This design comes from an exercise in tuning for small area and a short achievable clock period on the open sky130 flow, not from production work. RTL that was checked went through simulation tests only; none was proved equivalent to the original. The RTL of run 2 was laid out without a check of its function. The flow treats the clock pin as an ideal source, which a real chip does not have. Power and IR drop assume default switching activity.

==> flow/design.v (outline; a module is shown in full before it is edited, if it fits) <==
// module conv_energy_tree: 1685 lines
// module conv_fa: 10 lines
// module conv_xnor: 7 lines
// module conv_ha: 9 lines
// module conv_or: 7 lines
// module conv_energy_cmp: 618 lines
// module conv_xor: 7 lines
// module conv_nor: 7 lines
// module conv_peak_detect: 113 lines
module conv_peak_detect
#(
  parameter int unsigned MAX_LEN = 8,
  parameter int unsigned IDX_W   = 4
) (
  input  logic                  clk,
  input  logic                  rst,
  input  logic                  in_valid,
  input  logic [2*conv_pkg::SAMPLE_W-1:0] in_data,
  output logic                  out_valid,
  output conv_pkg::energy_t        out_peak,
  output logic [IDX_W-1:0]      out_idx,
  output logic [IDX_W-1:0]      out_len,
  output logic                  out_ovf,
  output logic                  out_err
);
  // ...
==> flow/flow/run.sh <==
#!/bin/bash
set -euo pipefail
here=$(pwd)
export BUFFER_PORTS_ARGS="-buffer_cell sky130_fd_sc_hd__buf_1"
export CTS_ARGS="-sink_clustering_enable -repair_clock_nets -sink_clustering_size 22 -sink_clustering_max_diameter 80 -dont_use_dummy_load"
export SKIP_CTS_REPAIR_TIMING=1
export POST_CTS_TCL="$here/flow/skew.tcl"
bash standard.sh > standard.log 2>&1
==> flow/flow/skew.tcl <==
# POST_CTS hook: delay the clock of the carry-save registers (the tree's
# output register, hs2_n/hc2_n/lo2_n/lc2_n) by one small clock buffer per
# group of up to four of them on the same leaf clock net. This moves time
# from the stage after them (compare against the running maximum) to the
# stage before them (the squarer tree); both stages are register to
# register, none of these registers has a path from an input or to an output.
# Then the setup/hold repair that CTS would have run (SKIP_CTS_REPAIR_TIMING
# is set by run.sh so it runs here, once, with the skew in place).
set block [ord::get_db_block]
set master [[ord::get_db] findMaster sky130_fd_sc_hd__clkbuf_2]
set groups [dict create]
foreach inst [$block getInsts] {
  if {![regexp {^(hs2_n|hc2_n|lo2_n|lc2_n)\[?} [$inst getName]]} { continue }
  set ck [$inst findITerm CLK]
  if {$ck eq "NULL" || $ck eq ""} { continue }
  set net [$ck getNet]
  dict lappend groups [$net getName] $inst
}
set n 0
dict for {netname insts} $groups {
  set net [$block findNet $netname]
  set sorted [lsort -command {apply {{a b} {
    set la [$a getLocation]; set lb [$b getLocation]
    expr {[lindex $la 0] + [lindex $la 1] < [lindex $lb 0] + [lindex $lb 1] ? -1 : 1}
  }}} $insts]
  for {set i 0} {$i < [llength $sorted]} {incr i 4} {
    set grp [lrange $sorted $i [expr {$i + 3}]]
    set buf [odb::dbInst_create $block $master "skew_buf_$n"]
    set bnet [odb::dbNet_create $block "skew_clk_$n"]
    $bnet setSigType CLOCK
    [$buf findITerm A] connect $net
    [$buf findITerm X] connect $bnet
    set sx 0; set sy 0
    foreach f $grp {
      set ck [$f findITerm CLK]
      $ck disconnect
      $ck connect $bnet
      set l [$f getLocation]
      incr sx [lindex $l 0]; incr sy [lindex $l 1]
    }
    set k [llength $grp]
    $buf setLocation [expr {$sx / $k}] [expr {$sy / $k}]
    $buf setPlacementStatus PLACED
    incr n
  }
}
puts "skew.tcl: inserted $n clock buffers for [dict size $groups] leaf nets"
global_connect
detailed_placement
estimate_parasitics -placement
repair_timing_helper
detailed_placement
check_placement -verbose
==> flow/standard.sh <==
#!/bin/bash
# synth_recipe.tcl (not shown) runs the flow's synth.tcl, then flattens the netlist and writes it again
# the make line also repeats each setting of config.mk as NAME=value (left out here)
make -C /OpenROAD-flow-scripts/flow DESIGN_CONFIG=/design/flow/config.mk WORK_HOME=/design/flow/orfs CLKGATE_MAP_FILE= SYNTH_SCRIPT=/design/flow/synth_recipe.tcl "${@:-finish}"
==> flow/config.mk <==
export PLATFORM = sky130hd
export DESIGN_NAME = conv_peak_detect
export DESIGN_NICKNAME = conv_peak_detect
export VERILOG_FILES = /design/flow/design.v
export SDC_FILE = /design/flow/constraint.sdc
export NUM_CORES = 4
export LEC_CHECK = 0
export ABC_CLOCK_PERIOD_IN_PS = 4000
export CAP_MARGIN = 20
export CORE_MARGIN = 2
export CORE_UTILIZATION = 40
export CTS_CLUSTER_DIAMETER = 80
export CTS_CLUSTER_SIZE = 22
export PLACE_DENSITY = 0.6
export SETUP_SLACK_MARGIN = 4.05
export SLEW_MARGIN = 20
export SYNTH_HIERARCHICAL = 1
export SYNTH_MINIMUM_KEEP_SIZE = 0
==> flow/constraint.sdc <==
create_clock -name core_clock -period 7.5 [get_ports {clk}]
set_input_delay 1.5000 -clock core_clock [delete_from_list [all_inputs] [get_ports {clk}]]
set_output_delay 1.5000 -clock core_clock [all_outputs]
set_load 0.01 [all_outputs]
==> impl_results.md, run 1 <==
* Status: finished clean
* Comb_multi_in at 1040
* Pre-CTS WS at 3.28 ns
* Input/output buffers at between 80 and 90
* Gr busiest metal: met2
* GP Congestion at around 0.85
* DR top layer: met4
* Crit Reg-Reg Endpoint: hs2_n[8]
* Global router's overall resource usage at 19.4%
* Pint at 3.35 mW
* CP max stage delay at around 0.55 ns
* Share of cells above drive strength 1 at 15.4%
* Final min period at ~3.5 ns
* Final max-slew violation count at 0
* Cell breakdown of the critical path: buf_4 > buf_4 > nand2_1 > fa_2 > fa_1 > fa_1 > fa_2 > fa_1 > fa_1
* Die ar. at 0.0417 mm^2
* Worst r2r src: d1[26]
* Flop-to-flop setup slack at 4.02 ns
* Hold Path Stages at 0
* RSZ-0062 raised after global routing: yes
* Post-DR wirelength/cell at 19.9 um
* TAP cells at roughly 530
* Worst Max-Slew Pin Slew at 0.922 ns
* CP Capture Type: register
* Total chip power at 5.65 mW
* Required time of the worst setup path at 8.01 ns
==> module conv_peak_detect, before the edit <==
module conv_peak_detect
#(
  parameter int unsigned MAX_LEN = 8,
  parameter int unsigned IDX_W   = 4
) (
  input  logic                  clk,
  input  logic                  rst,
  input  logic                  in_valid,
  input  logic [2*conv_pkg::SAMPLE_W-1:0] in_data,
  output logic                  out_valid,
  output conv_pkg::energy_t        out_peak,
  output logic [IDX_W-1:0]      out_idx,
  output logic [IDX_W-1:0]      out_len,
  output logic                  out_ovf,
  output logic                  out_err
);
  localparam int unsigned LO_W = 8;
  localparam int unsigned HI_W = 38 - LO_W;
  logic             st_acc;
  logic             st_d1;
  logic             st_d2;
  logic             st_rep;
  logic             idle;
  logic [IDX_W-1:0] len;
  logic             ovf;
  logic             first;
  logic             accept;
  assign idle   = !(st_acc || st_d1 || st_d2 || st_rep);
  assign first  = idle && in_valid;
  assign accept = in_valid && (idle || (st_acc && len < IDX_W'(MAX_LEN)));
  logic                            v1, f1;
  logic [2*conv_pkg::SAMPLE_W-1:0] d1;
  logic            v2, f2;
  logic [LO_W-1:0] lo2_n, lo_t;
  logic            lc2_n, lc_t;
  logic [HI_W-1:0] hs2_n, hc2_n, hs_t, hc_t;
  conv_energy_tree u_tree (
    .re   (d1[2*conv_pkg::SAMPLE_W-1:conv_pkg::SAMPLE_W]),
    .im   (d1[conv_pkg::SAMPLE_W-1:0]),
    .lo_n (lo_t),
    .lc_n (lc_t),
    .hs_n (hs_t),
    .hc_n (hc_t)
  );
  conv_pkg::energy_t e2;
  conv_pkg::energy_t max_e;
  logic [2:0]        max_idx;
  logic [2:0]        cnt2;
  logic [2:0]        idx2;
  logic              gt2;
  logic              upd;
  conv_energy_cmp u_cmp (
    .lo_n (lo2_n),
    .lc_n (lc2_n),
    .hs_n (hs2_n),
    .hc_n (hc2_n),
    .m    (max_e),
    .e    (e2),
    .gt   (gt2)
  );
  assign idx2 = f2 ? 3'd0 : cnt2;
  assign upd  = v2 && (f2 || gt2);
  logic ld;
  logic hold;
  assign ld   = st_d2 && !rst;
  assign hold = !st_d2 && !rst;
  always_ff @(posedge clk) begin
    d1    <= in_data;
    f1    <= first;
    lo2_n <= lo_t;
    lc2_n <= lc_t;
    hs2_n <= hs_t;
    hc2_n <= hc_t;
    f2    <= f1;
    if (first) begin
      len <= IDX_W'(1);
      ovf <= 1'b0;
    end else if (st_acc && in_valid) begin
      if (accept) len <= len + 1'b1;
      else        ovf <= 1'b1;
    end
    if (v2) cnt2 <= idx2 + 3'd1;
    if (upd) begin
      max_e   <= e2;
      max_idx <= idx2;
    end
    out_peak <= ({36{ld}} & max_e) | ({36{hold}} & out_peak);
    out_idx  <= ({IDX_W{ld}} & IDX_W'(max_idx)) | ({IDX_W{hold}} & out_idx);
    out_len  <= ({IDX_W{ld}} & len) | ({IDX_W{hold}} & out_len);
    out_ovf  <= (ld & ovf) | (hold & out_ovf);
  end
  always_ff @(posedge clk) begin
    if (rst) begin
      st_acc    <= 1'b0;
      st_d1     <= 1'b0;
      st_d2     <= 1'b0;
      st_rep    <= 1'b0;
      v1        <= 1'b0;
      v2        <= 1'b0;
      out_valid <= 1'b0;
      out_err   <= 1'b0;
    end else begin
      st_acc    <= in_valid && (idle || st_acc);
      st_d1     <= st_acc && !in_valid;
      st_d2     <= st_d1;
      st_rep    <= st_d2;
      v1        <= accept;
      v2        <= v1;
      out_valid <= st_d2;
      if (in_valid && (st_d1 || st_d2 || st_rep)) out_err <= 1'b1;
    end
  end
endmodule
==> run 2, diff against run 1 <==
--- a/flow/design.v
+++ b/flow/design.v
@@ -1291,74 +1291,64 @@
   assign p335 = (im[9] & im[17]);
   assign p336 = (im[10] & im[17]);
   assign p337 = (im[11] & im[17]);
   assign p338 = (im[12] & im[17]);
   assign p339 = (im[13] & im[17]);
   assign p340 = (im[14] & im[17]);
   assign p341 = (im[15] & im[17]);
   assign p342 = (im[16] & im[17]);
-  conv_xnor u_s343 (.a(p100), .b(p14), .y(s343));
-  conv_or u_c344 (.a(p100), .b(p14), .y(c344));
+  conv_hac u_s343 (.a_n(p100), .b_n(p14), .s_n(s343), .co_n(c344));
   conv_fa u_s345 (.a(p101), .b(p15), .c(p186), .s(s345), .co(c346));
   conv_fa u_s347 (.a(p102), .b(p110), .c(p16), .s(s347), .co(c348));
   conv_fa u_s349 (.a(p187), .b(p218), .c(p231), .s(s349), .co(c350));
   conv_fa u_s351 (.a(p103), .b(p111), .c(p17), .s(s351), .co(c352));
   conv_fa u_s353 (.a(p188), .b(p219), .c(p232), .s(s353), .co(c354));
-  conv_xnor u_s355 (.a(p244), .b(p255), .y(s355));
-  conv_or u_c356 (.a(p244), .b(p255), .y(c356));
+  conv_hac u_s355 (.a_n(p244), .b_n(p255), .s_n(s355), .co_n(c356));
   conv_fa u_s357 (.a(p104), .b(p112), .c(p119), .s(s357), .co(c358));
   conv_fa u_s359 (.a(p18), .b(p189), .c(p220), .s(s359), .co(c360));
   conv_fa u_s361 (.a(p233), .b(p245), .c(p256), .s(s361), .co(c362));
   conv_fa u_s363 (.a(p266), .b(p275), .c(p283), .s(s363), .co(c364));
   conv_fa u_s365 (.a(p105), .b(p113), .c(p120), .s(s365), .co(c366));
   conv_fa u_s367 (.a(p155), .b(p19), .c(p190), .s(s367), .co(c368));
   conv_fa u_s369 (.a(p234), .b(p246), .c(p257), .s(s369), .co(c370));
   conv_fa u_s371 (.a(p267), .b(p276), .c(p284), .s(s371), .co(c372));
-  conv_xnor u_s373 (.a(p291), .b(p326), .y(s373));
-  conv_or u_c374 (.a(p291), .b(p326), .y(c374));
-  conv_ha u_s375 (.a(p106), .b(p114), .s(s375), .co(c376));
+  conv_hac u_s373 (.a_n(p291), .b_n(p326), .s_n(s373), .co_n(c374));
+  conv_fa u_s375 (.a(1'b0), .b(p106), .c(p114), .s(s375), .co(c376));
   conv_fa u_s377 (.a(p121), .b(p127), .c(p156), .s(s377), .co(c378));
   conv_fa u_s379 (.a(p191), .b(p20), .c(p247), .s(s379), .co(c380));
   conv_fa u_s381 (.a(p258), .b(p268), .c(p277), .s(s381), .co(c382));
   conv_fa u_s383 (.a(p285), .b(p292), .c(p298), .s(s383), .co(c384));
-  conv_xnor u_s385 (.a(p327), .b(p76), .y(s385));
-  conv_or u_c386 (.a(p327), .b(p76), .y(c386));
+  conv_hac u_s385 (.a_n(p327), .b_n(p76), .s_n(s385), .co_n(c386));
   conv_fa u_s387 (.a(p107), .b(p115), .c(p122), .s(s387), .co(c388));
   conv_fa u_s389 (.a(p128), .b(p157), .c(p192), .s(s389), .co(c390));
   conv_fa u_s391 (.a(p21), .b(p259), .c(p269), .s(s391), .co(c392));
   conv_fa u_s393 (.a(p278), .b(p286), .c(p293), .s(s393), .co(c394));
-  conv_xnor u_s395 (.a(p299), .b(p328), .y(s395));
-  conv_or u_c396 (.a(p299), .b(p328), .y(c396));
+  conv_hac u_s395 (.a_n(p299), .b_n(p328), .s_n(s395), .co_n(c396));
   conv_fa u_s397 (.a(p108), .b(p116), .c(p123), .s(s397), .co(c398));
   conv_fa u_s399 (.a(p129), .b(p134), .c(p158), .s(s399), .co(c400));
   conv_fa u_s401 (.a(p193), .b(p22), .c(p270), .s(s401), .co(c402));
   conv_fa u_s403 (.a(p279), .b(p287), .c(p294), .s(s403), .co(c404));
   conv_fa u_s405 (.a(p109), .b(p117), .c(p124), .s(s405), .co(c406));
   conv_fa u_s407 (.a(p130), .b(p135), .c(p159), .s(s407), .co(c408));
-  conv_xnor u_s409 (.a(p194), .b(p23), .y(s409));
-  conv_or u_c410 (.a(p194), .b(p23), .y(c410));
+  conv_hac u_s409 (.a_n(p194), .b_n(p23), .s_n(s409), .co_n(c410));
   conv_fa u_s411 (.a(p118), .b(p125), .c(p131), .s(s411), .co(c412));
   conv_fa u_s413 (.a(p136), .b(p140), .c(p160), .s(s413), .co(c414));
-  conv_xnor u_s415 (.a(p126), .b(p132), .y(s415));
-  conv_or u_c416 (.a(p126), .b(p132), .y(c416));
-  conv_xnor u_s417 (.a(p10), .b(p181), .y(s417));
-  conv_or u_c418 (.a(p10), .b(p181), .y(c418));
+  conv_hac u_s415 (.a_n(p126), .b_n(p132), .s_n(s415), .co_n(c416));
+  conv_hac u_s417 (.a_n(p10), .b_n(p181), .s_n(s417), .co_n(c418));
   conv_fa u_s419 (.a(p11), .b(p182), .c(p213), .s(s419), .co(c420));
   conv_fa u_s421 (.a(p12), .b(p183), .c(p214), .s(s421), .co(c422));
   conv_fa u_s423 (.a(p227), .b(p239), .c(p250), .s(s423), .co(c424));
   conv_fa u_s425 (.a(p13), .b(p184), .c(p215), .s(s425), .co(c426));
   conv_fa u_s427 (.a(p228), .b(p240), .c(p251), .s(s427), .co(c428));
-  conv_xnor u_s429 (.a(p261), .b(p44), .y(s429));
-  conv_or u_c430 (.a(p261), .b(p44), .y(c430));
+  conv_hac u_s429 (.a_n(p261), .b_n(p44), .s_n(s429), .co_n(c430));
   conv_fa u_s431 (.a(p185), .b(p216), .c(p229), .s(s431), .co(c432));
   conv_fa u_s433 (.a(p241), .b(p252), .c(p262), .s(s433), .co(c434));
   conv_fa u_s435 (.a(p271), .b(p45), .c(p58), .s(s435), .co(c436));
-  conv_xnor u_s437 (.a(p70), .b(p81), .y(s437));
-  conv_or u_c438 (.a(p70), .b(p81), .y(c438));
+  conv_hac u_s437 (.a_n(p70), .b_n(p81), .s_n(s437), .co_n(c438));
   conv_fa u_s439 (.a(p217), .b(p230), .c(p242), .s(s439), .co(c440));
   conv_fa u_s441 (.a(p253), .b(p263), .c(p272), .s(s441), .co(c442));
   conv_fa u_s443 (.a(p46), .b(p59), .c(p71), .s(s443), .co(c444));
   conv_fa u_s445 (.a(p82), .b(p92), .c(c344), .s(s445), .co(c446));
   conv_fa u_s447 (.a(p243), .b(p254), .c(p264), .s(s447), .co(c448));
   conv_fa u_s449 (.a(p273), .b(p281), .c(p47), .s(s449), .co(c450));
   conv_fa u_s451 (.a(p60), .b(p72), .c(p83), .s(s451), .co(c452));
   conv_fa u_s453 (.a(p93), .b(c346), .c(s347), .s(s453), .co(c454));
@@ -1370,21 +1360,21 @@
   conv_fa u_s465 (.a(p74), .b(p85), .c(p95), .s(s465), .co(c466));
   conv_fa u_s467 (.a(c356), .b(c352), .c(c354), .s(s467), .co(c468));
   conv_fa u_s469 (.a(s357), .b(s359), .c(s361), .s(s469), .co(c470));
   conv_fa u_s471 (.a(p63), .b(p75), .c(p86), .s(s471), .co(c472));
   conv_fa u_s473 (.a(p96), .b(s373), .c(c358), .s(s473), .co(c474));
   conv_fa u_s475 (.a(c360), .b(c362), .c(c364), .s(s475), .co(c476));
   conv_fa u_s477 (.a(s365), .b(s367), .c(s369), .s(s477), .co(c478));
   conv_fa u_s479 (.a(p87), .b(p97), .c(c374), .s(s479), .co(c480));
-  conv_fa u_s481 (.a(s375), .b(s385), .c(c366), .s(s481), .co(c482));
-  conv_fa u_s483 (.a(c368), .b(c370), .c(c372), .s(s483), .co(c484));
+  conv_fa u_s481 (.a(s385), .b(c366), .c(c368), .s(s481), .co(c482));
+  conv_fa u_s483 (.a(c370), .b(c372), .c(s375), .s(s483), .co(c484));
   conv_fa u_s485 (.a(s377), .b(s379), .c(s381), .s(s485), .co(c486));
-  conv_fa u_s487 (.a(p88), .b(p98), .c(c376), .s(s487), .co(c488));
-  conv_fa u_s489 (.a(c386), .b(s395), .c(c378), .s(s489), .co(c490));
+  conv_fa u_s487 (.a(p88), .b(p98), .c(c386), .s(s487), .co(c488));
+  conv_fa u_s489 (.a(s395), .b(c376), .c(c378), .s(s489), .co(c490));
   conv_fa u_s491 (.a(c380), .b(c382), .c(c384), .s(s491), .co(c492));
   conv_fa u_s493 (.a(s387), .b(s389), .c(s391), .s(s493), .co(c494));
   conv_fa u_s495 (.a(p300), .b(p305), .c(p329), .s(s495), .co(c496));
   conv_fa u_s497 (.a(p99), .b(c396), .c(c388), .s(s497), .co(c498));
   conv_fa u_s499 (.a(c390), .b(c392), .c(c394), .s(s499), .co(c500));
   conv_fa u_s501 (.a(s397), .b(s399), .c(s401), .s(s501), .co(c502));
   conv_fa u_s503 (.a(p280), .b(p288), .c(p295), .s(s503), .co(c504));
   conv_fa u_s505 (.a(p301), .b(p306), .c(p330), .s(s505), .co(c506));
@@ -1399,30 +1389,26 @@
   conv_fa u_s523 (.a(p303), .b(p308), .c(p312), .s(s523), .co(c524));
   conv_fa u_s525 (.a(p332), .b(s415), .c(c412), .s(s525), .co(c526));
   conv_fa u_s527 (.a(p133), .b(p138), .c(p142), .s(s527), .co(c528));
   conv_fa u_s529 (.a(p145), .b(p162), .c(p197), .s(s529), .co(c530));
   conv_fa u_s531 (.a(p26), .b(p304), .c(p309), .s(s531), .co(c532));
   conv_fa u_s533 (.a(p313), .b(p316), .c(p333), .s(s533), .co(c534));
   conv_fa u_s535 (.a(p139), .b(p143), .c(p146), .s(s535), .co(c536));
   conv_fa u_s537 (.a(p163), .b(p198), .c(p27), .s(s537), .co(c538));
-  conv_xnor u_s539 (.a(p310), .b(p314), .y(s539));
-  conv_or u_c540 (.a(p310), .b(p314), .y(c540));
+  conv_hac u_s539 (.a_n(p310), .b_n(p314), .s_n(s539), .co_n(c540));
   conv_fa u_s541 (.a(p144), .b(p147), .c(p149), .s(s541), .co(c542));
   conv_fa u_s543 (.a(p164), .b(p199), .c(p28), .s(s543), .co(c544));
-  conv_xnor u_s545 (.a(p148), .b(p150), .y(s545));
-  conv_or u_c546 (.a(p148), .b(p150), .y(c546));
+  conv_hac u_s545 (.a_n(p148), .b_n(p150), .s_n(s545), .co_n(c546));
   conv_fa u_s547 (.a(p179), .b(p210), .c(p223), .s(s547), .co(c548));
   conv_fa u_s549 (.a(p180), .b(p211), .c(p224), .s(s549), .co(c550));
-  conv_xnor u_s551 (.a(p236), .b(p40), .y(s551));
-  conv_or u_c552 (.a(p236), .b(p40), .y(c552));
+  conv_hac u_s551 (.a_n(p236), .b_n(p40), .s_n(s551), .co_n(c552));
   conv_fa u_s553 (.a(p212), .b(p225), .c(p237), .s(s553), .co(c554));
   conv_fa u_s555 (.a(p248), .b(p41), .c(p54), .s(s555), .co(c556));
-  conv_xnor u_s557 (.a(p66), .b(p77), .y(s557));
-  conv_or u_c558 (.a(p66), .b(p77), .y(c558));
+  conv_hac u_s557 (.a_n(p66), .b_n(p77), .s_n(s557), .co_n(c558));
   conv_fa u_s559 (.a(p226), .b(p238), .c(p249), .s(s559), .co(c560));
   conv_fa u_s561 (.a(p42), .b(p55), .c(p67), .s(s561), .co(c562));
   conv_fa u_s563 (.a(p78), .b(c418), .c(s419), .s(s563), .co(c564));
   conv_fa u_s565 (.a(p260), .b(p43), .c(p56), .s(s565), .co(c566));
   conv_fa u_s567 (.a(p68), .b(p79), .c(p89), .s(s567), .co(c568));
   conv_fa u_s569 (.a(c420), .b(s421), .c(s423), .s(s569), .co(c570));
   conv_fa u_s571 (.a(p57), .b(p69), .c(p80), .s(s571), .co(c572));
   conv_fa u_s573 (.a(p90), .b(s429), .c(c422), .s(s573), .co(c574));
@@ -1474,23 +1460,21 @@
   conv_fa u_s665 (.a(c538), .b(s541), .c(s543), .s(s665), .co(c666));
   conv_fa u_s667 (.a(p165), .b(p200), .c(p29), .s(s667), .co(c668));
   conv_fa u_s669 (.a(p319), .b(p321), .c(p336), .s(s669), .co(c670));
   conv_fa u_s671 (.a(s545), .b(c542), .c(c544), .s(s671), .co(c672));
   conv_fa u_s673 (.a(p151), .b(p152), .c(p166), .s(s673), .co(c674));
   conv_fa u_s675 (.a(p201), .b(p30), .c(p322), .s(s675), .co(c676));
   conv_fa u_s677 (.a(p323), .b(p337), .c(c546), .s(s677), .co(c678));
   conv_fa u_s679 (.a(p153), .b(p167), .c(p202), .s(s679), .co(c680));
-  conv_xnor u_s681 (.a(p31), .b(p324), .y(s681));
-  conv_or u_c682 (.a(p31), .b(p324), .y(c682));
+  conv_hac u_s681 (.a_n(p31), .b_n(p324), .s_n(s681), .co_n(c682));
   conv_fa u_s683 (.a(p154), .b(p168), .c(p203), .s(s683), .co(c684));
   conv_fa u_s685 (.a(p177), .b(p208), .c(p221), .s(s685), .co(c686));
   conv_fa u_s687 (.a(p178), .b(p209), .c(p222), .s(s687), .co(c688));
-  conv_xnor u_s689 (.a(p38), .b(p51), .y(s689));
-  conv_or u_c690 (.a(p38), .b(p51), .y(c690));
+  conv_hac u_s689 (.a_n(p38), .b_n(p51), .s_n(s689), .co_n(c690));
   conv_fa u_s691 (.a(p235), .b(p39), .c(p52), .s(s691), .co(c692));
   conv_fa u_s693 (.a(p64), .b(p8), .c(s547), .s(s693), .co(c694));
   conv_fa u_s695 (.a(p53), .b(p65), .c(p9), .s(s695), .co(c696));
   conv_fa u_s697 (.a(s551), .b(c548), .c(s549), .s(s697), .co(c698));
   conv_fa u_s699 (.a(c552), .b(s417), .c(s557), .s(s699), .co(c700));
   conv_fa u_s701 (.a(c550), .b(s553), .c(s555), .s(s701), .co(c702));
   conv_fa u_s703 (.a(c558), .b(c554), .c(c556), .s(s703), .co(c704));
   conv_fa u_s705 (.a(s559), .b(s561), .c(s563), .s(s705), .co(c706));
@@ -1532,23 +1516,20 @@
   conv_fa u_s777 (.a(c664), .b(c666), .c(s671), .s(s777), .co(c778));
   conv_fa u_s779 (.a(c668), .b(c670), .c(s673), .s(s779), .co(c780));
   conv_fa u_s781 (.a(s675), .b(s677), .c(c672), .s(s781), .co(c782));
   conv_fa u_s783 (.a(p338), .b(s681), .c(c674), .s(s783), .co(c784));
   conv_fa u_s785 (.a(c676), .b(s679), .c(c678), .s(s785), .co(c786));
   conv_fa u_s787 (.a(p32), .b(p325), .c(p339), .s(s787), .co(c788));
   conv_fa u_s789 (.a(c682), .b(c680), .c(s683), .s(s789), .co(c790));
   conv_fa u_s791 (.a(p169), .b(p204), .c(p33), .s(s791), .co(c792));
-  conv_xnor u_s793 (.a(p340), .b(c684), .y(s793));
-  conv_or u_c794 (.a(p340), .b(c684), .y(c794));
+  conv_hac u_s793 (.a_n(p340), .b_n(c684), .s_n(s793), .co_n(c794));
   conv_fa u_s795 (.a(p170), .b(p205), .c(p34), .s(s795), .co(c796));
-  conv_xnor u_s797 (.a(p171), .b(p173), .y(s797));
-  conv_or u_c798 (.a(p171), .b(p173), .y(c798));
-  conv_xnor u_s799 (.a(p175), .b(p206), .y(s799));
-  conv_or u_c800 (.a(p175), .b(p206), .y(c800));
+  conv_hac u_s797 (.a_n(p171), .b_n(p173), .s_n(s797), .co_n(c798));
+  conv_hac u_s799 (.a_n(p175), .b_n(p206), .s_n(s799), .co_n(c800));
   conv_fa u_s801 (.a(p176), .b(p207), .c(p36), .s(s801), .co(c802));
   conv_fa u_s803 (.a(p37), .b(p50), .c(p6), .s(s803), .co(c804));
   conv_fa u_s805 (.a(p7), .b(s689), .c(c686), .s(s805), .co(c806));
   conv_fa u_s807 (.a(c690), .b(c688), .c(s691), .s(s807), .co(c808));
   conv_fa u_s809 (.a(c692), .b(s695), .c(c694), .s(s809), .co(c810));
   conv_fa u_s811 (.a(c696), .b(s699), .c(c698), .s(s811), .co(c812));
   conv_fa u_s813 (.a(c700), .b(c702), .c(s703), .s(s813), .co(c814));
   conv_fa u_s815 (.a(c704), .b(s707), .c(c706), .s(s815), .co(c816));
@@ -1570,18 +1551,17 @@
   conv_fa u_s847 (.a(c768), .b(s771), .c(s773), .s(s847), .co(c848));
   conv_fa u_s849 (.a(s775), .b(c772), .c(c774), .s(s849), .co(c850));
   conv_fa u_s851 (.a(c776), .b(s779), .c(c778), .s(s851), .co(c852));
   conv_fa u_s853 (.a(c780), .b(s783), .c(s785), .s(s853), .co(c854));
   conv_fa u_s855 (.a(s787), .b(c784), .c(s789), .s(s855), .co(c856));
   conv_fa u_s857 (.a(c788), .b(s791), .c(s793), .s(s857), .co(c858));
   conv_fa u_s859 (.a(p341), .b(c792), .c(s795), .s(s859), .co(c860));
   conv_fa u_s861 (.a(p2), .b(p342), .c(s797), .s(s861), .co(c862));
-  conv_xnor u_s863 (.a(p35), .b(p4), .y(s863));
-  conv_or u_c864 (.a(p35), .b(p4), .y(c864));
+  conv_hac u_s863 (.a_n(p35), .b_n(p4), .s_n(s863), .co_n(c864));
   conv_fa u_s865 (.a(p5), .b(c800), .c(s801), .s(s865), .co(c866));
   conv_fa u_s867 (.a(c802), .b(s685), .c(s803), .s(s867), .co(c868));
   conv_fa u_s869 (.a(c804), .b(s687), .c(s805), .s(s869), .co(c870));
   conv_fa u_s871 (.a(c806), .b(s693), .c(s807), .s(s871), .co(c872));
   conv_fa u_s873 (.a(c808), .b(s697), .c(s809), .s(s873), .co(c874));
   conv_fa u_s875 (.a(s701), .b(c810), .c(s811), .s(s875), .co(c876));
   conv_fa u_s877 (.a(c812), .b(s813), .c(s705), .s(s877), .co(c878));
   conv_fa u_s879 (.a(c814), .b(s709), .c(s815), .s(s879), .co(c880));
@@ -1603,22 +1583,19 @@
   conv_fa u_s911 (.a(c770), .b(s847), .c(c846), .s(s911), .co(c912));
   conv_fa u_s913 (.a(s777), .b(s849), .c(c848), .s(s913), .co(c914));
   conv_fa u_s915 (.a(s781), .b(c850), .c(s851), .s(s915), .co(c916));
   conv_fa u_s917 (.a(c782), .b(s853), .c(c852), .s(s917), .co(c918));
   conv_fa u_s919 (.a(c786), .b(s855), .c(c854), .s(s919), .co(c920));
   conv_fa u_s921 (.a(c790), .b(s857), .c(c856), .s(s921), .co(c922));
   conv_fa u_s923 (.a(c794), .b(s859), .c(c858), .s(s923), .co(c924));
   conv_fa u_s925 (.a(c796), .b(s861), .c(c860), .s(s925), .co(c926));
-  conv_xnor u_s927 (.a(c798), .b(c862), .y(s927));
-  conv_or u_c928 (.a(c798), .b(c862), .y(c928));
-  conv_xnor u_s929 (.a(p1), .b(p172), .y(s929));
-  conv_or u_c930 (.a(p1), .b(p172), .y(c930));
-  conv_xnor u_s931 (.a(p174), .b(p3), .y(s931));
-  conv_or u_c932 (.a(p174), .b(p3), .y(c932));
+  conv_hac u_s927 (.a_n(c798), .b_n(c862), .s_n(s927), .co_n(c928));
+  conv_hac u_s929 (.a_n(p1), .b_n(p172), .s_n(s929), .co_n(c930));
+  conv_hac u_s931 (.a_n(p174), .b_n(p3), .s_n(s931), .co_n(c932));
   conv_fa u_s933 (.a(c932), .b(s799), .c(s863), .s(s933), .co(c934));
   conv_fa u_s935 (.a(c864), .b(c934), .c(s865), .s(s935), .co(c936));
   conv_fa u_s937 (.a(c866), .b(s867), .c(c936), .s(s937), .co(c938));
   conv_fa u_s939 (.a(c868), .b(s869), .c(c938), .s(s939), .co(c940));
   conv_fa u_s941 (.a(c870), .b(s871), .c(c940), .s(s941), .co(c942));
   assign lo_n[0] = s929;
   assign lo_n[1] = c930;
   assign lo_n[2] = s931;
@@ -1694,670 +1671,24 @@
   input  logic b,
   input  logic c,
   output logic s,
   output logic co
 );
   assign s  = a ^ b ^ c;
   assign co = (a & b) | (a & c) | (b & c);
 endmodule
-module conv_xnor (
-  input  logic a,
-  input  logic b,
-  output logic y
-);
-  assign y = ~(a ^ b);
-endmodule
-module conv_ha (
-  input  logic a,
-  input  logic b,
-  output logic s,
-  output logic co
+module conv_hac (
+  input  logic a_n,
+  input  logic b_n,
+  output logic s_n,
+  output logic co_n
 );
-  assign s  = a ^ b;
-  assign co = a & b;
-endmodule
-module conv_or (
-  input  logic a,
-  input  logic b,
-  output logic y
-);
-  assign y = a | b;
-endmodule
-module conv_energy_cmp (
-  input  logic [7:0] lo_n,
-  input  logic lc_n,
-  input  logic [29:0] hs_n,
-  input  logic [29:0] hc_n,
-  input  logic [35:0] m,
-  output logic [35:0] e,
-  output logic gt
-);
-  logic ep1;
-  logic eg2;
-  logic ep3;
-  logic eg4;
-  logic ep5;
-  logic eg6;
-  logic ep7;
-  logic eg8;
-  logic ep9;
-  logic eg10;
-  logic ep11;
-  logic eg12;
-  logic ep13;
-  logic eg14;
-  logic ep15;
-  logic eg16;
-  logic ep17;
-  logic eg18;
-  logic ep19;
-  logic eg20;
-  logic ep21;
-  logic eg22;
-  logic ep23;
-  logic eg24;
-  logic ep25;
-  logic eg26;
-  logic ep27;
-  logic eg28;
-  logic ep29;
-  logic eg30;
-  logic ep31;
-  logic eg32;
-  logic ep33;
-  logic eg34;
-  logic ep35;
-  logic eg36;
-  logic ep37;
-  logic eg38;
-  logic ep39;
-  logic eg40;
-  logic ep41;
-  logic eg42;
-  logic ep43;
-  logic eg44;
-  logic ep45;
-  logic eg46;
-  logic ep47;
-  logic eg48;
-  logic ep49;
-  logic eg50;
-  logic ep51;
-  logic eg52;
-  logic ep53;
-  logic eg54;
-  logic ep55;
-  logic eg56;
-  logic lc;
-  logic G57;
-  logic G58;
-  logic G59;
-  logic P60;
-  logic G61;
-  logic P62;
-  logic G63;
-  logic P64;
-  logic G65;
-  logic P66;
-  logic G67;
-  logic P68;
-  logic G69;
-  logic P70;
-  logic G71;
-  logic P72;
-  logic G73;
-  logic P74;
-  logic G75;
-  logic P76;
-  logic G77;
-  logic P78;
-  logic G79;
-  logic P80;
-  logic G81;
-  logic P82;
-  logic G83;
-  logic P84;
-  logic G85;
-  logic G86;
-  logic P87;
-  logic G88;
-  logic P89;
-  logic G90;
-  logic P91;
-  logic G92;
-  logic P93;
-  logic G94;
-  logic P95;
-  logic G96;
-  logic P97;
-  logic G98;
-  logic G99;
-  logic P100;
-  logic G101;
-  logic P102;
-  logic G103;
-  logic G104;
-  logic G105;
-  logic G106;
-  logic G107;
-  logic G108;
-  logic G109;
-  logic G110;
-  logic G111;
-  logic G112;
-  logic G113;
-  logic G114;
-  logic G115;
-  logic G116;
-  logic G117;
-  logic G118;
-  logic G119;
-  logic G120;
-  logic G121;
-  logic G122;
-  logic G123;
-  logic G124;
-  logic G125;
-  logic G126;
-  logic ys127;
-  logic yc128;
-  logic ys129;
-  logic yc130;
-  logic ys131;
-  logic yc132;
-  logic ys133;
-  logic yc134;
-  logic ys135;
-  logic yc136;
-  logic ys137;
-  logic yc138;
-  logic ys139;
-  logic yc140;
-  logic ys141;
-  logic yc142;
-  logic ys143;
-  logic yc144;
-  logic ys145;
-  logic yc146;
-  logic ys147;
-  logic yc148;
-  logic ys149;
-  logic yc150;
-  logic ys151;
-  logic yc152;
-  logic ys153;
-  logic yc154;
-  logic ys155;
-  logic yc156;
-  logic ys157;
-  logic yc158;
-  logic ys159;
-  logic yc160;
-  logic ys161;
-  logic yc162;
-  logic ys163;
-  logic yc164;
-  logic ys165;
-  logic yc166;
-  logic ys167;
-  logic yc168;
-  logic ys169;
-  logic yc170;
-  logic ys171;
-  logic yc172;
-  logic ys173;
-  logic yc174;
-  logic ys175;
-  logic yc176;
-  logic ys177;
-  logic yc178;
-  logic ys179;
-  logic yc180;
-  logic ys181;
-  logic yc182;
-  logic ys183;
-  logic yc184;
-  logic ys185;
-  logic yc186;
-  logic yg187;
-  logic yp188;
-  logic yg189;
-  logic yp190;
-  logic yg191;
-  logic yp192;
-  logic yg193;
-  logic yp194;
-  logic yg195;
-  logic yp196;
-  logic yg197;
-  logic yp198;
-  logic yg199;
-  logic yp200;
-  logic yg201;
-  logic yp202;
-  logic yg203;
-  logic yp204;
-  logic yg205;
-  logic yp206;
-  logic yg207;
-  logic yp208;
-  logic yg209;
-  logic yp210;
-  logic yg211;
-  logic yp212;
-  logic yg213;
-  logic yp214;
-  logic yg215;
-  logic yp216;
-  logic yg217;
-  logic yp218;
-  logic yg219;
-  logic yp220;
-  logic yg221;
-  logic yp222;
-  logic yg223;
-  logic yp224;
-  logic yg225;
-  logic yp226;
-  logic yg227;
-  logic yp228;
-  logic yg229;
-  logic yp230;
-  logic yg231;
-  logic yp232;
-  logic yg233;
-  logic yp234;
-  logic yg235;
-  logic yp236;
-  logic yg237;
-  logic yp238;
-  logic yg239;
-  logic yp240;
-  logic yg241;
-  logic yp242;
-  logic yg243;
-  logic yp244;
-  logic cl;
-  logic G245;
-  logic P246;
-  logic G247;
-  logic P248;
-  logic G249;
-  logic P250;
-  logic G251;
-  logic P252;
-  logic G253;
-  logic P254;
-  logic G255;
-  logic P256;
-  logic G257;
-  logic P258;
-  logic G259;
-  logic P260;
-  logic G261;
-  logic P262;
-  logic G263;
-  logic P264;
-  logic G265;
-  logic P266;
-  logic G267;
-  logic P268;
-  logic G269;
-  logic P270;
-  logic G271;
-  logic P272;
-  logic G273;
-  logic P274;
-  logic G275;
-  logic P276;
-  logic G277;
-  logic P278;
-  logic G279;
-  logic P280;
-  logic G281;
-  logic P282;
-  logic G283;
-  logic P284;
-  logic G285;
-  logic P286;
-  logic G287;
-  logic P288;
-  logic G289;
-  logic P290;
-  logic G291;
-  logic P292;
-  logic G293;
-  logic P294;
-  logic G295;
-  logic P296;
-  logic G297;
-  logic P298;
-  logic G299;
-  logic P300;
-  logic c_top;
-  conv_xor u_ep1 (.a(hs_n[0]), .b(hc_n[0]), .y(ep1));
-  conv_nor u_eg2 (.a(hs_n[0]), .b(hc_n[0]), .y(eg2));
-  conv_xor u_ep3 (.a(hs_n[1]), .b(hc_n[1]), .y(ep3));
-  conv_nor u_eg4 (.a(hs_n[1]), .b(hc_n[1]), .y(eg4));
-  conv_xor u_ep5 (.a(hs_n[2]), .b(hc_n[2]), .y(ep5));
-  conv_nor u_eg6 (.a(hs_n[2]), .b(hc_n[2]), .y(eg6));
-  conv_xor u_ep7 (.a(hs_n[3]), .b(hc_n[3]), .y(ep7));
-  conv_nor u_eg8 (.a(hs_n[3]), .b(hc_n[3]), .y(eg8));
-  conv_xor u_ep9 (.a(hs_n[4]), .b(hc_n[4]), .y(ep9));
-  conv_nor u_eg10 (.a(hs_n[4]), .b(hc_n[4]), .y(eg10));
-  conv_xor u_ep11 (.a(hs_n[5]), .b(hc_n[5]), .y(ep11));
-  conv_nor u_eg12 (.a(hs_n[5]), .b(hc_n[5]), .y(eg12));
-  conv_xor u_ep13 (.a(hs_n[6]), .b(hc_n[6]), .y(ep13));
-  conv_nor u_eg14 (.a(hs_n[6]), .b(hc_n[6]), .y(eg14));
-  conv_xor u_ep15 (.a(hs_n[7]), .b(hc_n[7]), .y(ep15));
-  conv_nor u_eg16 (.a(hs_n[7]), .b(hc_n[7]), .y(eg16));
-  conv_xor u_ep17 (.a(hs_n[8]), .b(hc_n[8]), .y(ep17));
-  conv_nor u_eg18 (.a(hs_n[8]), .b(hc_n[8]), .y(eg18));
-  conv_xor u_ep19 (.a(hs_n[9]), .b(hc_n[9]), .y(ep19));
-  conv_nor u_eg20 (.a(hs_n[9]), .b(hc_n[9]), .y(eg20));
-  conv_xor u_ep21 (.a(hs_n[10]), .b(hc_n[10]), .y(ep21));
-  conv_nor u_eg22 (.a(hs_n[10]), .b(hc_n[10]), .y(eg22));
-  conv_xor u_ep23 (.a(hs_n[11]), .b(hc_n[11]), .y(ep23));
-  conv_nor u_eg24 (.a(hs_n[11]), .b(hc_n[11]), .y(eg24));
-  conv_xor u_ep25 (.a(hs_n[12]), .b(hc_n[12]), .y(ep25));
-  conv_nor u_eg26 (.a(hs_n[12]), .b(hc_n[12]), .y(eg26));
-  conv_xor u_ep27 (.a(hs_n[13]), .b(hc_n[13]), .y(ep27));
-  conv_nor u_eg28 (.a(hs_n[13]), .b(hc_n[13]), .y(eg28));
-  conv_xor u_ep29 (.a(hs_n[14]), .b(hc_n[14]), .y(ep29));
-  conv_nor u_eg30 (.a(hs_n[14]), .b(hc_n[14]), .y(eg30));
-  conv_xor u_ep31 (.a(hs_n[15]), .b(hc_n[15]), .y(ep31));
-  conv_nor u_eg32 (.a(hs_n[15]), .b(hc_n[15]), .y(eg32));
-  conv_xor u_ep33 (.a(hs_n[16]), .b(hc_n[16]), .y(ep33));
-  conv_nor u_eg34 (.a(hs_n[16]), .b(hc_n[16]), .y(eg34));
-  conv_xor u_ep35 (.a(hs_n[17]), .b(hc_n[17]), .y(ep35));
-  conv_nor u_eg36 (.a(hs_n[17]), .b(hc_n[17]), .y(eg36));
-  conv_xor u_ep37 (.a(hs_n[18]), .b(hc_n[18]), .y(ep37));
-  conv_nor u_eg38 (.a(hs_n[18]), .b(hc_n[18]), .y(eg38));
-  conv_xor u_ep39 (.a(hs_n[19]), .b(hc_n[19]), .y(ep39));
-  conv_nor u_eg40 (.a(hs_n[19]), .b(hc_n[19]), .y(eg40));
-  conv_xor u_ep41 (.a(hs_n[20]), .b(hc_n[20]), .y(ep41));
-  conv_nor u_eg42 (.a(hs_n[20]), .b(hc_n[20]), .y(eg42));
-  conv_xor u_ep43 (.a(hs_n[21]), .b(hc_n[21]), .y(ep43));
-  conv_nor u_eg44 (.a(hs_n[21]), .b(hc_n[21]), .y(eg44));
-  conv_xor u_ep45 (.a(hs_n[22]), .b(hc_n[22]), .y(ep45));
-  conv_nor u_eg46 (.a(hs_n[22]), .b(hc_n[22]), .y(eg46));
-  conv_xor u_ep47 (.a(hs_n[23]), .b(hc_n[23]), .y(ep47));
-  conv_nor u_eg48 (.a(hs_n[23]), .b(hc_n[23]), .y(eg48));
-  conv_xor u_ep49 (.a(hs_n[24]), .b(hc_n[24]), .y(ep49));
-  conv_nor u_eg50 (.a(hs_n[24]), .b(hc_n[24]), .y(eg50));
-  conv_xor u_ep51 (.a(hs_n[25]), .b(hc_n[25]), .y(ep51));
-  conv_nor u_eg52 (.a(hs_n[25]), .b(hc_n[25]), .y(eg52));
-  conv_xor u_ep53 (.a(hs_n[26]), .b(hc_n[26]), .y(ep53));
-  conv_nor u_eg54 (.a(hs_n[26]), .b(hc_n[26]), .y(eg54));
-  conv_xor u_ep55 (.a(hs_n[27]), .b(hc_n[27]), .y(ep55));
-  conv_nor u_eg56 (.a(hs_n[27]), .b(hc_n[27]), .y(eg56));
-  assign lc = ~lc_n;
-  assign G57 = eg2 | (ep1 & lc);
-  assign G58 = eg4 | (ep3 & G57);
-  assign G59 = eg8 | (ep7 & eg6);
-  assign P60 = ep7 & ep5;
-  assign G61 = eg12 | (ep11 & eg10);
-  assign P62 = ep11 & ep9;
-  assign G63 = eg16 | (ep15 & eg14);
-  assign P64 = ep15 & ep13;
-  assign G65 = eg20 | (ep19 & eg18);
-  assign P66 = ep19 & ep17;
-  assign G67 = eg24 | (ep23 & eg22);
-  assign P68 = ep23 & ep21;
-  assign G69 = eg28 | (ep27 & eg26);
-  assign P70 = ep27 & ep25;
-  assign G71 = eg32 | (ep31 & eg30);
-  assign P72 = ep31 & ep29;
-  assign G73 = eg36 | (ep35 & eg34);
-  assign P74 = ep35 & ep33;
-  assign G75 = eg40 | (ep39 & eg38);
-  assign P76 = ep39 & ep37;
-  assign G77 = eg44 | (ep43 & eg42);
-  assign P78 = ep43 & ep41;
-  assign G79 = eg48 | (ep47 & eg46);
-  assign P80 = ep47 & ep45;
-  assign G81 = eg52 | (ep51 & eg50);
-  assign P82 = ep51 & ep49;
-  assign G83 = eg56 | (ep55 & eg54);
-  assign P84 = ep55 & ep53;
-  assign G85 = G59 | (P60 & G58);
-  assign G86 = G63 | (P64 & G61);
-  assign P87 = P64 & P62;
-  assign G88 = G67 | (P68 & G65);
-  assign P89 = P68 & P66;
-  assign G90 = G71 | (P72 & G69);
-  assign P91 = P72 & P70;
-  assign G92 = G75 | (P76 & G73);
-  assign P93 = P76 & P74;
-  assign G94 = G79 | (P80 & G77);
-  assign P95 = P80 & P78;
-  assign G96 = G83 | (P84 & G81);
-  assign P97 = P84 & P82;
-  assign G98 = G86 | (P87 & G85);
-  assign G99 = G90 | (P91 & G88);
-  assign P100 = P91 & P89;
-  assign G101 = G94 | (P95 & G92);
-  assign P102 = P95 & P93;
-  assign G103 = G99 | (P100 & G98);
-  assign G104 = G101 | (P102 & G103);
-  assign G105 = G88 | (P89 & G98);
-  assign G106 = G92 | (P93 & G103);
-  assign G107 = G96 | (P97 & G104);
-  assign G108 = G61 | (P62 & G85);
-  assign G109 = G65 | (P66 & G98);
-  assign G110 = G69 | (P70 & G105);
-  assign G111 = G73 | (P74 & G103);
-  assign G112 = G77 | (P78 & G106);
-  assign G113 = G81 | (P82 & G104);
-  assign G114 = eg6 | (ep5 & G58);
-  assign G115 = eg10 | (ep9 & G85);
-  assign G116 = eg14 | (ep13 & G108);
-  assign G117 = eg18 | (ep17 & G98);
-  assign G118 = eg22 | (ep21 & G109);
-  assign G119 = eg26 | (ep25 & G105);
-  assign G120 = eg30 | (ep29 & G110);
-  assign G121 = eg34 | (ep33 & G103);
-  assign G122 = eg38 | (ep37 & G111);
-  assign G123 = eg42 | (ep41 & G106);
-  assign G124 = eg46 | (ep45 & G112);
-  assign G125 = eg50 | (ep49 & G104);
-  assign G126 = eg54 | (ep53 & G113);
-  conv_fa u_ys127 (.a(hs_n[0]), .b(hc_n[0]), .c(m[8]), .s(ys127), .co(yc128));
-  conv_fa u_ys129 (.a(hs_n[1]), .b(hc_n[1]), .c(m[9]), .s(ys129), .co(yc130));
-  conv_fa u_ys131 (.a(hs_n[2]), .b(hc_n[2]), .c(m[10]), .s(ys131), .co(yc132));
-  conv_fa u_ys133 (.a(hs_n[3]), .b(hc_n[3]), .c(m[11]), .s(ys133), .co(yc134));
-  conv_fa u_ys135 (.a(hs_n[4]), .b(hc_n[4]), .c(m[12]), .s(ys135), .co(yc136));
-  conv_fa u_ys137 (.a(hs_n[5]), .b(hc_n[5]), .c(m[13]), .s(ys137), .co(yc138));
-  conv_fa u_ys139 (.a(hs_n[6]), .b(hc_n[6]), .c(m[14]), .s(ys139), .co(yc140));
-  conv_fa u_ys141 (.a(hs_n[7]), .b(hc_n[7]), .c(m[15]), .s(ys141), .co(yc142));
-  conv_fa u_ys143 (.a(hs_n[8]), .b(hc_n[8]), .c(m[16]), .s(ys143), .co(yc144));
-  conv_fa u_ys145 (.a(hs_n[9]), .b(hc_n[9]), .c(m[17]), .s(ys145), .co(yc146));
-  conv_fa u_ys147 (.a(hs_n[10]), .b(hc_n[10]), .c(m[18]), .s(ys147), .co(yc148));
-  conv_fa u_ys149 (.a(hs_n[11]), .b(hc_n[11]), .c(m[19]), .s(ys149), .co(yc150));
-  conv_fa u_ys151 (.a(hs_n[12]), .b(hc_n[12]), .c(m[20]), .s(ys151), .co(yc152));
-  conv_fa u_ys153 (.a(hs_n[13]), .b(hc_n[13]), .c(m[21]), .s(ys153), .co(yc154));
-  conv_fa u_ys155 (.a(hs_n[14]), .b(hc_n[14]), .c(m[22]), .s(ys155), .co(yc156));
-  conv_fa u_ys157 (.a(hs_n[15]), .b(hc_n[15]), .c(m[23]), .s(ys157), .co(yc158));
-  conv_fa u_ys159 (.a(hs_n[16]), .b(hc_n[16]), .c(m[24]), .s(ys159), .co(yc160));
-  conv_fa u_ys161 (.a(hs_n[17]), .b(hc_n[17]), .c(m[25]), .s(ys161), .co(yc162));
-  conv_fa u_ys163 (.a(hs_n[18]), .b(hc_n[18]), .c(m[26]), .s(ys163), .co(yc164));
-  conv_fa u_ys165 (.a(hs_n[19]), .b(hc_n[19]), .c(m[27]), .s(ys165), .co(yc166));
-  conv_fa u_ys167 (.a(hs_n[20]), .b(hc_n[20]), .c(m[28]), .s(ys167), .co(yc168));
-  conv_fa u_ys169 (.a(hs_n[21]), .b(hc_n[21]), .c(m[29]), .s(ys169), .co(yc170));
-  conv_fa u_ys171 (.a(hs_n[22]), .b(hc_n[22]), .c(m[30]), .s(ys171), .co(yc172));
-  conv_fa u_ys173 (.a(hs_n[23]), .b(hc_n[23]), .c(m[31]), .s(ys173), .co(yc174));
-  conv_fa u_ys175 (.a(hs_n[24]), .b(hc_n[24]), .c(m[32]), .s(ys175), .co(yc176));
-  conv_fa u_ys177 (.a(hs_n[25]), .b(hc_n[25]), .c(m[33]), .s(ys177), .co(yc178));
-  conv_fa u_ys179 (.a(hs_n[26]), .b(hc_n[26]), .c(m[34]), .s(ys179), .co(yc180));
-  conv_fa u_ys181 (.a(hs_n[27]), .b(hc_n[27]), .c(m[35]), .s(ys181), .co(yc182));
-  assign ys183 = 1'b0 ^ hc_n[28] ^ 1'b0;
-  assign yc184 = (1'b0 & hc_n[28]) | (1'b0 & 1'b0) | (hc_n[28] & 1'b0);
-  assign ys185 = 1'b0 ^ 1'b1 ^ 1'b0;
-  assign yc186 = (1'b0 & 1'b1) | (1'b0 & 1'b0) | (1'b1 & 1'b0);
-  assign yg187 = ~(ys127 | lc_n);
-  assign yp188 = ~(ys127 & lc_n);
-  assign yg189 = ~(ys129 | yc128);
-  assign yp190 = ~(ys129 & yc128);
-  assign yg191 = ~(ys131 | yc130);
-  assign yp192 = ~(ys131 & yc130);
-  assign yg193 = ~(ys133 | yc132);
-  assign yp194 = ~(ys133 & yc132);
-  assign yg195 = ~(ys135 | yc134);
-  assign yp196 = ~(ys135 & yc134);
-  assign yg197 = ~(ys137 | yc136);
-  assign yp198 = ~(ys137 & yc136);
-  assign yg199 = ~(ys139 | yc138);
-  assign yp200 = ~(ys139 & yc138);
-  assign yg201 = ~(ys141 | yc140);
-  assign yp202 = ~(ys141 & yc140);
-  assign yg203 = ~(ys143 | yc142);
-  assign yp204 = ~(ys143 & yc142);
-  assign yg205 = ~(ys145 | yc144);
-  assign yp206 = ~(ys145 & yc144);
-  assign yg207 = ~(ys147 | yc146);
-  assign yp208 = ~(ys147 & yc146);
-  assign yg209 = ~(ys149 | yc148);
-  assign yp210 = ~(ys149 & yc148);
-  assign yg211 = ~(ys151 | yc150);
-  assign yp212 = ~(ys151 & yc150);
-  assign yg213 = ~(ys153 | yc152);
-  assign yp214 = ~(ys153 & yc152);
-  assign yg215 = ~(ys155 | yc154);
-  assign yp216 = ~(ys155 & yc154);
-  assign yg217 = ~(ys157 | yc156);
-  assign yp218 = ~(ys157 & yc156);
-  assign yg219 = ~(ys159 | yc158);
-  assign yp220 = ~(ys159 & yc158);
-  assign yg221 = ~(ys161 | yc160);
-  assign yp222 = ~(ys161 & yc160);
-  assign yg223 = ~(ys163 | yc162);
-  assign yp224 = ~(ys163 & yc162);
-  assign yg225 = ~(ys165 | yc164);
-  assign yp226 = ~(ys165 & yc164);
-  assign yg227 = ~(ys167 | yc166);
-  assign yp228 = ~(ys167 & yc166);
-  assign yg229 = ~(ys169 | yc168);
-  assign yp230 = ~(ys169 & yc168);
-  assign yg231 = ~(ys171 | yc170);
-  assign yp232 = ~(ys171 & yc170);
-  assign yg233 = ~(ys173 | yc172);
-  assign yp234 = ~(ys173 & yc172);
-  assign yg235 = ~(ys175 | yc174);
-  assign yp236 = ~(ys175 & yc174);
-  assign yg237 = ~(ys177 | yc176);
-  assign yp238 = ~(ys177 & yc176);
-  assign yg239 = ~(ys179 | yc178);
-  assign yp240 = ~(ys179 & yc178);
-  assign yg241 = ~(ys181 | yc180);
-  assign yp242 = ~(ys181 & yc180);
-  assign yg243 = ~(ys183 | yc182);
-  assign yp244 = ~(ys183 & yc182);
-  assign cl = ~lo_n > m[7:0];
-  assign G245 = yg243 | (yp244 & yg241);
-  assign P246 = yp244 & yp242;
-  assign G247 = yg239 | (yp240 & yg237);
-  assign P248 = yp240 & yp238;
-  assign G249 = G245 | (P246 & G247);
-  assign P250 = P246 & P248;
-  assign G251 = yg235 | (yp236 & yg233);
-  assign P252 = yp236 & yp234;
-  assign G253 = yg231 | (yp232 & yg229);
-  assign P254 = yp232 & yp230;
-  assign G255 = G251 | (P252 & G253);
-  assign P256 = P252 & P254;
-  assign G257 = G249 | (P250 & G255);
-  assign P258 = P250 & P256;
-  assign G259 = yg227 | (yp228 & yg225);
-  assign P260 = yp228 & yp226;
-  assign G261 = yg223 | (yp224 & yg221);
-  assign P262 = yp224 & yp222;
-  assign G263 = G259 | (P260 & G261);
-  assign P264 = P260 & P262;
-  assign G265 = yg219 | (yp220 & yg217);
-  assign P266 = yp220 & yp218;
-  assign G267 = G265 | (P266 & yg215);
-  assign P268 = P266 & yp216;
-  assign G269 = G263 | (P264 & G267);
-  assign P270 = P264 & P268;
-  assign G271 = G257 | (P258 & G269);
-  assign P272 = P258 & P270;
-  assign G273 = yg213 | (yp214 & yg211);
-  assign P274 = yp214 & yp212;
-  assign G275 = yg209 | (yp210 & yg207);
-  assign P276 = yp210 & yp208;
-  assign G277 = G273 | (P274 & G275);
-  assign P278 = P274 & P276;
-  assign G279 = yg205 | (yp206 & yg203);
-  assign P280 = yp206 & yp204;
-  assign G281 = G279 | (P280 & yg201);
-  assign P282 = P280 & yp202;
-  assign G283 = G277 | (P278 & G281);
-  assign P284 = P278 & P282;
-  assign G285 = yg199 | (yp200 & yg197);
-  assign P286 = yp200 & yp198;
-  assign G287 = yg195 | (yp196 & yg193);
-  assign P288 = yp196 & yp194;
-  assign G289 = G285 | (P286 & G287);
-  assign P290 = P286 & P288;
-  assign G291 = yg191 | (yp192 & yg189);
-  assign P292 = yp192 & yp190;
-  assign G293 = G291 | (P292 & yg187);
-  assign P294 = P292 & yp188;
-  assign G295 = G289 | (P290 & G293);
-  assign P296 = P290 & P294;
-  assign G297 = G283 | (P284 & G295);
-  assign P298 = P284 & P296;
-  assign G299 = G271 | (P272 & G297);
-  assign P300 = P272 & P298;
-  assign c_top = G299 | (P300 & cl);
-  assign gt = ~(~ys185 ^ ~yc184 ^ c_top);
-  assign e[7:0] = ~lo_n;
-  assign e[8] = ep1 ^ lc;
-  assign e[9] = ep3 ^ G57;
-  assign e[10] = ep5 ^ G58;
-  assign e[11] = ep7 ^ G114;
-  assign e[12] = ep9 ^ G85;
-  assign e[13] = ep11 ^ G115;
-  assign e[14] = ep13 ^ G108;
-  assign e[15] = ep15 ^ G116;
-  assign e[16] = ep17 ^ G98;
-  assign e[17] = ep19 ^ G117;
-  assign e[18] = ep21 ^ G109;
-  assign e[19] = ep23 ^ G118;
-  assign e[20] = ep25 ^ G105;
-  assign e[21] = ep27 ^ G119;
-  assign e[22] = ep29 ^ G110;
-  assign e[23] = ep31 ^ G120;
-  assign e[24] = ep33 ^ G103;
-  assign e[25] = ep35 ^ G121;
-  assign e[26] = ep37 ^ G111;
-  assign e[27] = ep39 ^ G122;
-  assign e[28] = ep41 ^ G106;
-  assign e[29] = ep43 ^ G123;
-  assign e[30] = ep45 ^ G112;
-  assign e[31] = ep47 ^ G124;
-  assign e[32] = ep49 ^ G104;
-  assign e[33] = ep51 ^ G125;
-  assign e[34] = ep53 ^ G113;
-  assign e[35] = ep55 ^ G126;
-endmodule
-module conv_xor (
-  input  logic a,
-  input  logic b,
-  output logic y
-);
-  assign y = a ^ b;
-endmodule
-module conv_nor (
-  input  logic a,
-  input  logic b,
-  output logic y
-);
-  assign y = ~(a | b);
+  assign s_n  = ~(a_n ^ b_n);
+  assign co_n = a_n | b_n;
 endmodule
 module conv_peak_detect
 #(
   parameter int unsigned MAX_LEN = 8,
   parameter int unsigned IDX_W   = 4
 ) (
   input  logic                  clk,
   input  logic                  rst,
@@ -2411,20 +1742,16 @@
     .hs_n (hs2_n),
     .hc_n (hc2_n),
     .m    (max_e),
     .e    (e2),
     .gt   (gt2)
   );
   assign idx2 = f2 ? 3'd0 : cnt2;
   assign upd  = v2 && (f2 || gt2);
-  logic ld;
-  logic hold;
-  assign ld   = st_d2 && !rst;
-  assign hold = !st_d2 && !rst;
   always_ff @(posedge clk) begin
     d1    <= in_data;
     f1    <= first;
     lo2_n <= lo_t;
     lc2_n <= lc_t;
     hs2_n <= hs_t;
     hc2_n <= hc_t;
     f2    <= f1;
@@ -2435,35 +1762,67 @@
       if (accept) len <= len + 1'b1;
       else        ovf <= 1'b1;
     end
     if (v2) cnt2 <= idx2 + 3'd1;
     if (upd) begin
       max_e   <= e2;
       max_idx <= idx2;
     end
-    out_peak <= ({36{ld}} & max_e) | ({36{hold}} & out_peak);
-    out_idx  <= ({IDX_W{ld}} & IDX_W'(max_idx)) | ({IDX_W{hold}} & out_idx);
-    out_len  <= ({IDX_W{ld}} & len) | ({IDX_W{hold}} & out_len);
-    out_ovf  <= (ld & ovf) | (hold & out_ovf);
   end
   always_ff @(posedge clk) begin
     if (rst) begin
       st_acc    <= 1'b0;
       st_d1     <= 1'b0;
       st_d2     <= 1'b0;
       st_rep    <= 1'b0;
       v1        <= 1'b0;
       v2        <= 1'b0;
       out_valid <= 1'b0;
+      out_peak  <= '0;
+      out_idx   <= '0;
+      out_len   <= '0;
+      out_ovf   <= 1'b0;
       out_err   <= 1'b0;
     end else begin
       st_acc    <= in_valid && (idle || st_acc);
       st_d1     <= st_acc && !in_valid;
       st_d2     <= st_d1;
       st_rep    <= st_d2;
       v1        <= accept;
       v2        <= v1;
       out_valid <= st_d2;
+      if (st_d2) begin
+        out_peak <= max_e;
+        out_idx  <= IDX_W'(max_idx);
+        out_len  <= len;
+        out_ovf  <= ovf;
+      end
       if (in_valid && (st_d1 || st_d2 || st_rep)) out_err <= 1'b1;
     end
   end
 endmodule
+module conv_energy_cmp (
+  input  logic [7:0]              lo_n,
+  input  logic                    lc_n,
+  input  logic [29:0]             hs_n,
+  input  logic [29:0]             hc_n,
+  input  conv_pkg::energy_t       m,
+  output conv_pkg::energy_t       e,
+  output logic                    gt
+);
+  logic [29:0] mh;
+  logic [29:0] sp_n, cp_n;
+  logic [29:0] sp, cp, y;
+  logic        cl;
+  assign e[7:0]  = ~lo_n;
+  assign e[35:8] = ~hs_n[27:0] + ~hc_n[27:0] + {27'd0, ~lc_n};
+  assign cl = ~lo_n > m[7:0];
+  assign mh = {2'b00, m[35:8]};
+  genvar i;
+  for (i = 0; i < 30; i++) begin : g_row
+    conv_fa u_fa (.a(hs_n[i]), .b(hc_n[i]), .c(mh[i]), .s(sp_n[i]), .co(cp_n[i]));
+  end
+  assign sp = ~sp_n;
+  assign cp = {~cp_n[28:0], ~lc_n};
+  assign y  = sp + cp + {29'd0, cl};
+  assign gt = !y[29];
+endmodule
==> flow/run.sh (new file) <==
#!/bin/bash
# synth_recipe.tcl (not shown) runs the flow's synth.tcl, then flattens the netlist and writes it again
# the make line also repeats each setting of config.mk as NAME=value (left out here)
make -C /OpenROAD-flow-scripts/flow DESIGN_CONFIG=/design/flow/config.mk WORK_HOME=/design/flow/orfs CLKGATE_MAP_FILE= SYNTH_SCRIPT=/design/flow/synth_recipe.tcl finish
==> flow/config.mk (replaced) <==
export PLATFORM = sky130hd
export DESIGN_NAME = conv_peak_detect
export DESIGN_NICKNAME = conv_peak_detect
export VERILOG_FILES = /design/flow/design.v
export SDC_FILE = /design/flow/constraint.sdc
export NUM_CORES = 4
export LEC_CHECK = 0
export ABC_CLOCK_PERIOD_IN_PS = 4000
export CAP_MARGIN = 20
export CORE_MARGIN = 2
export CORE_UTILIZATION = 40
export PLACE_DENSITY = 0.6
export SETUP_SLACK_MARGIN = 3.5
export SLEW_MARGIN = 20
export SYNTH_HIERARCHICAL = 1
export SYNTH_MINIMUM_KEEP_SIZE = 0
removed: flow/flow/run.sh
removed: flow/flow/skew.tcl
removed: flow/standard.sh
==> run 2 against run 1 <==
Worst setup slack worse by 0.38 ns. Register-to-register slack got worse by 0.38 ns. Global-route usage decreased by 0.61 points. Design area rose by 7.9%. Largest cell class unchanged. Via count grew 7.5%. Combinational power grew 18%.
==> impl_results.md, run 2 <==
* Pin count of the biggest net entering global routing at 51
* Die span in x at between 200 and 250 um
* DRT Wirelength at 40.8 mm
* PD cells at 349 mW/mm^2
* Max-cap violations at 0
* Post-CTS Hold Fix Bufs at 0
* Commonest non-fill, non-tap cell in the layout: fa_1
* Fraction of registers with async set or reset after synthesis at 0%
* CP Capture Type: register
* Reg clk slew, reported paths at 0.06 ns
* CTS Buf Count at 26
* Setup bufs post-CTS at 0
* TritonCTS clock tree: built
* Most frequent cell after synthesis: fa_1
* Final min period at 3.86 ns (+0.384 ns)
* Setup-failing EPs final at 0
* DRT iter0 DRCs at about 640
* Row cnt at 76
* Final net count at 2089
* Number of synthesized register bits at 205
* Grt ovf at 0
* RSZ-0062 raised after global routing: no
* Leakage dissipation at roughly 8 nW
* Top flop regs: d1 (36), max_e (36), out_peak (36)
* GP Congestion at 0.896 (+6.0%)
* Fillers at 4032
* Clock latency (worst-skew pair) at 0.56 ns
* Final max-slew violation count at 0 (unchanged)
* Share of the synthesized area in the top cell type at 35.5%
* Clock sink count at 205
* Required time of the worst setup path at 7.92 ns (-0.09 ns)
* Final period utilization at 51.5%
* Detailed placer's ending HPWL at approximately 30 mm
* Synth area leader: fa_1
* Area contributors post-synth: fa_1 (35%), dfxtp_1 (19%), edfxtp_1 (7.2%), ha_1 (6.3%), nand2_1 (6.3%)
* Startpoint types: register
* Input/output buffers at 84 (-1.2%)
* Kind of critical path: reg -> reg
* Io pins at 86
* Worst Max-Slew Pin Slew at 0.969 ns (+0.0471 ns)
* Synthesized area per cell at 10.4 um^2
* H-tree depth at 1
* Post-Route Skew at roughly 0.014 ns
* Share of cells above drive strength 1 at 6.58% (-8.9 points)
* Area Overhead vs Synth at 8.65%
* Die Y at 213 um
* Max clock buf depth at 3
* Die ar. at 0.0453 mm^2 (+8.6%)
* Cell variety after synth at between 50 and 60
* Worst Path Max Fanout at 19
* Post-DR vias/cell at 4.86
* Slew headroom at 35.3%
* Mapped cell area at 0.0174 mm^2
* Hold Crit Class: reg -> reg
* Worst vdd ir at 0.229 mV
* Core ar. at 0.0431 mm^2
* Via Count at between 10000 and 15000
* Top_reg_cell synth: dfxtp_1
* Status: finished clean
* CTS root buffer: clkbuf_16
* Initial Util at 40.5%
* Total negative slack at 0 ns
* Area after DPL at 0.0180 mm^2
* Post-CTS Resized at 19
* Cells after Synth at 1675
* Peak Freq at 259 MHz
* DRC violation count after routing at 0
* Seq/Total Area, Yosys at 25.9%
* Global router's overall resource usage at 18.8% (-0.61 points)
* Post-synth EDFFs at 42
* Yosys warning count at 7
* Ant diodes at 0
* DR pass1 iterations at 4
* CP arrival at approximately 4.3 ns
* Hold Fails Final Rpt at 0
* Initial antenna violation count at 0
* Most frequent cells after synthesis: fa_1 (309), nand2_1 (291), inv_1 (232), dfxtp_1 (163), buf_4 (137)
* First-pass GRT wire length at between 60 and 70 mm
* Vias in the first global route at 12100
* Final antenna-violating net count at 0
* Commonest cells after routing, fill and taps aside: fa_1 (309), nand2_1 (291), inv_1 (232)
* Post-DR wirelength/cell at 18.1 um (-9.3%)
* Final Cell Area at 0.0190 mm^2
run 2: cell type report:
class	instances	area, um^2	area share, %
multi-input combinational	1090	11000	57.8
sequential	205	4550	24.0
timing repair buffer	98	941	4.96
inverter	232	871	4.59
tap	585	732	3.86
clock buffer	32	714	3.77
clock inverter	16	183	0.964
run 2: power by group:
group | internal [mW] | switching (mW)
Sequential | 1.50 | 0.258
Combinational | 1.59 | 1.98
Clock | 0.784 | 0.506
run 2: worst paths after layout:
kind	startpoint	to	slack, ns	cells after the start
max	d1[32]	hs2_n[13]	3.64	7
min	f1	f2	0.33	0
max reg2reg	d1[32]	hs2_n[13]	3.64	7
min reg2reg	f1	f2	0.33	0
run 2: per-module statistics from Yosys, one instance, submodules excluded:
module / flops+latches / copies in the design / area (um^2)
conv_peak_detect: 205 / 1 / 5430
conv_energy_cmp: 0 / 1 / 2710
conv_hac: 0 / 23 / 27.5
conv_energy_tree: 0 / 1 / 2530
conv_fa: 0 / 307 / 20.0
run 2: cells by family (layout without fill, tap and decap cells):
| group | count (synthesis) | in the layout | synth area share (%) |
|---|---|---|---|
| mux | 47 | 47 | 2.70 |
| other cells | 4 | 7 | 0.0860 |
| compound gates | 116 | 116 | 4.07 |
| xor+xnor | 28 | 28 | 1.41 |
| flops | 205 | 205 | 25.9 |
| buf+inv | 383 | 378 | 11.3 |
| simple gates | 495 | 495 | 12.7 |
| fa+ha+maj | 397 | 397 | 41.8 |
run 2: worst max-delay path, cell delays in order (launching register included):
cell     delay, ns
dfxtp_2       0.67
nand2_1       0.15
fa_1          0.54
fa_1          0.57
fa_1          0.43
fa_1          0.40
fa_1          0.54
fa_1          0.43
run 2: per-stage QoR:
step           util [%]  hold WS, ns  setup slack [ns]  power, mW  instances
2_1_floorplan         -        0.310              3.86       5.06       1678
3_3_place_gp       41.8        0.318              3.34       5.23       2210
3_5_place_dp       41.8        0.315              3.29       5.37       2210
4_1_cts            44.0        0.330              3.50       6.70       2258
5_1_grt            44.0        0.335              3.50       7.31       2258
6_report           44.0        0.326              3.64       6.62       2258
run 2: routing by layer:
layer	share of wire [%]	wire (um)	vias to the layer above	global-route usage (%)
met3	5.6	2300	76	3.53
met4	2.7	1120	0	6.51
met1	45	18500	5574	25.0
met5	0	0	-	0
met2	46	18900	303	30.9
li1	-	-	5028	-

[port drivers added, routing unchanged]
In the flow no input, the clock included, has a driving cell. The finished layouts below were timed again as built, in two steps. Step 1 (the two cells are an assumption about what drives the block):
set clk [get_ports {clk}]
set_driving_cell -lib_cell sky130_fd_sc_hd__clkbuf_16 $clk
set_driving_cell -lib_cell sky130_fd_sc_hd__buf_2 [delete_from_list [all_inputs] $clk]
Step 2 also shifts input and output timing later by t, the mid clock arrival at the registers, as if the neighbouring blocks saw the same clock. Three values: ideal ports, drivers, drivers and shift; two values: the first two.
run | shift t [ns] | setup slack, ns | hold slack, ns | worst slew at a driven data input, ns | pins driven straight from the clock port
run 1 | 0.599 | 4.020 / 4.020 / 4.020 | 0.328 / 0.328 / 0.328 | 0.05 | 1
run 2 | 0.601 | 3.636 / 3.636 / 3.636 | 0.326 / 0.326 / 0.326 | 0.04 | 1
After both steps setup and hold are still met in every run listed.
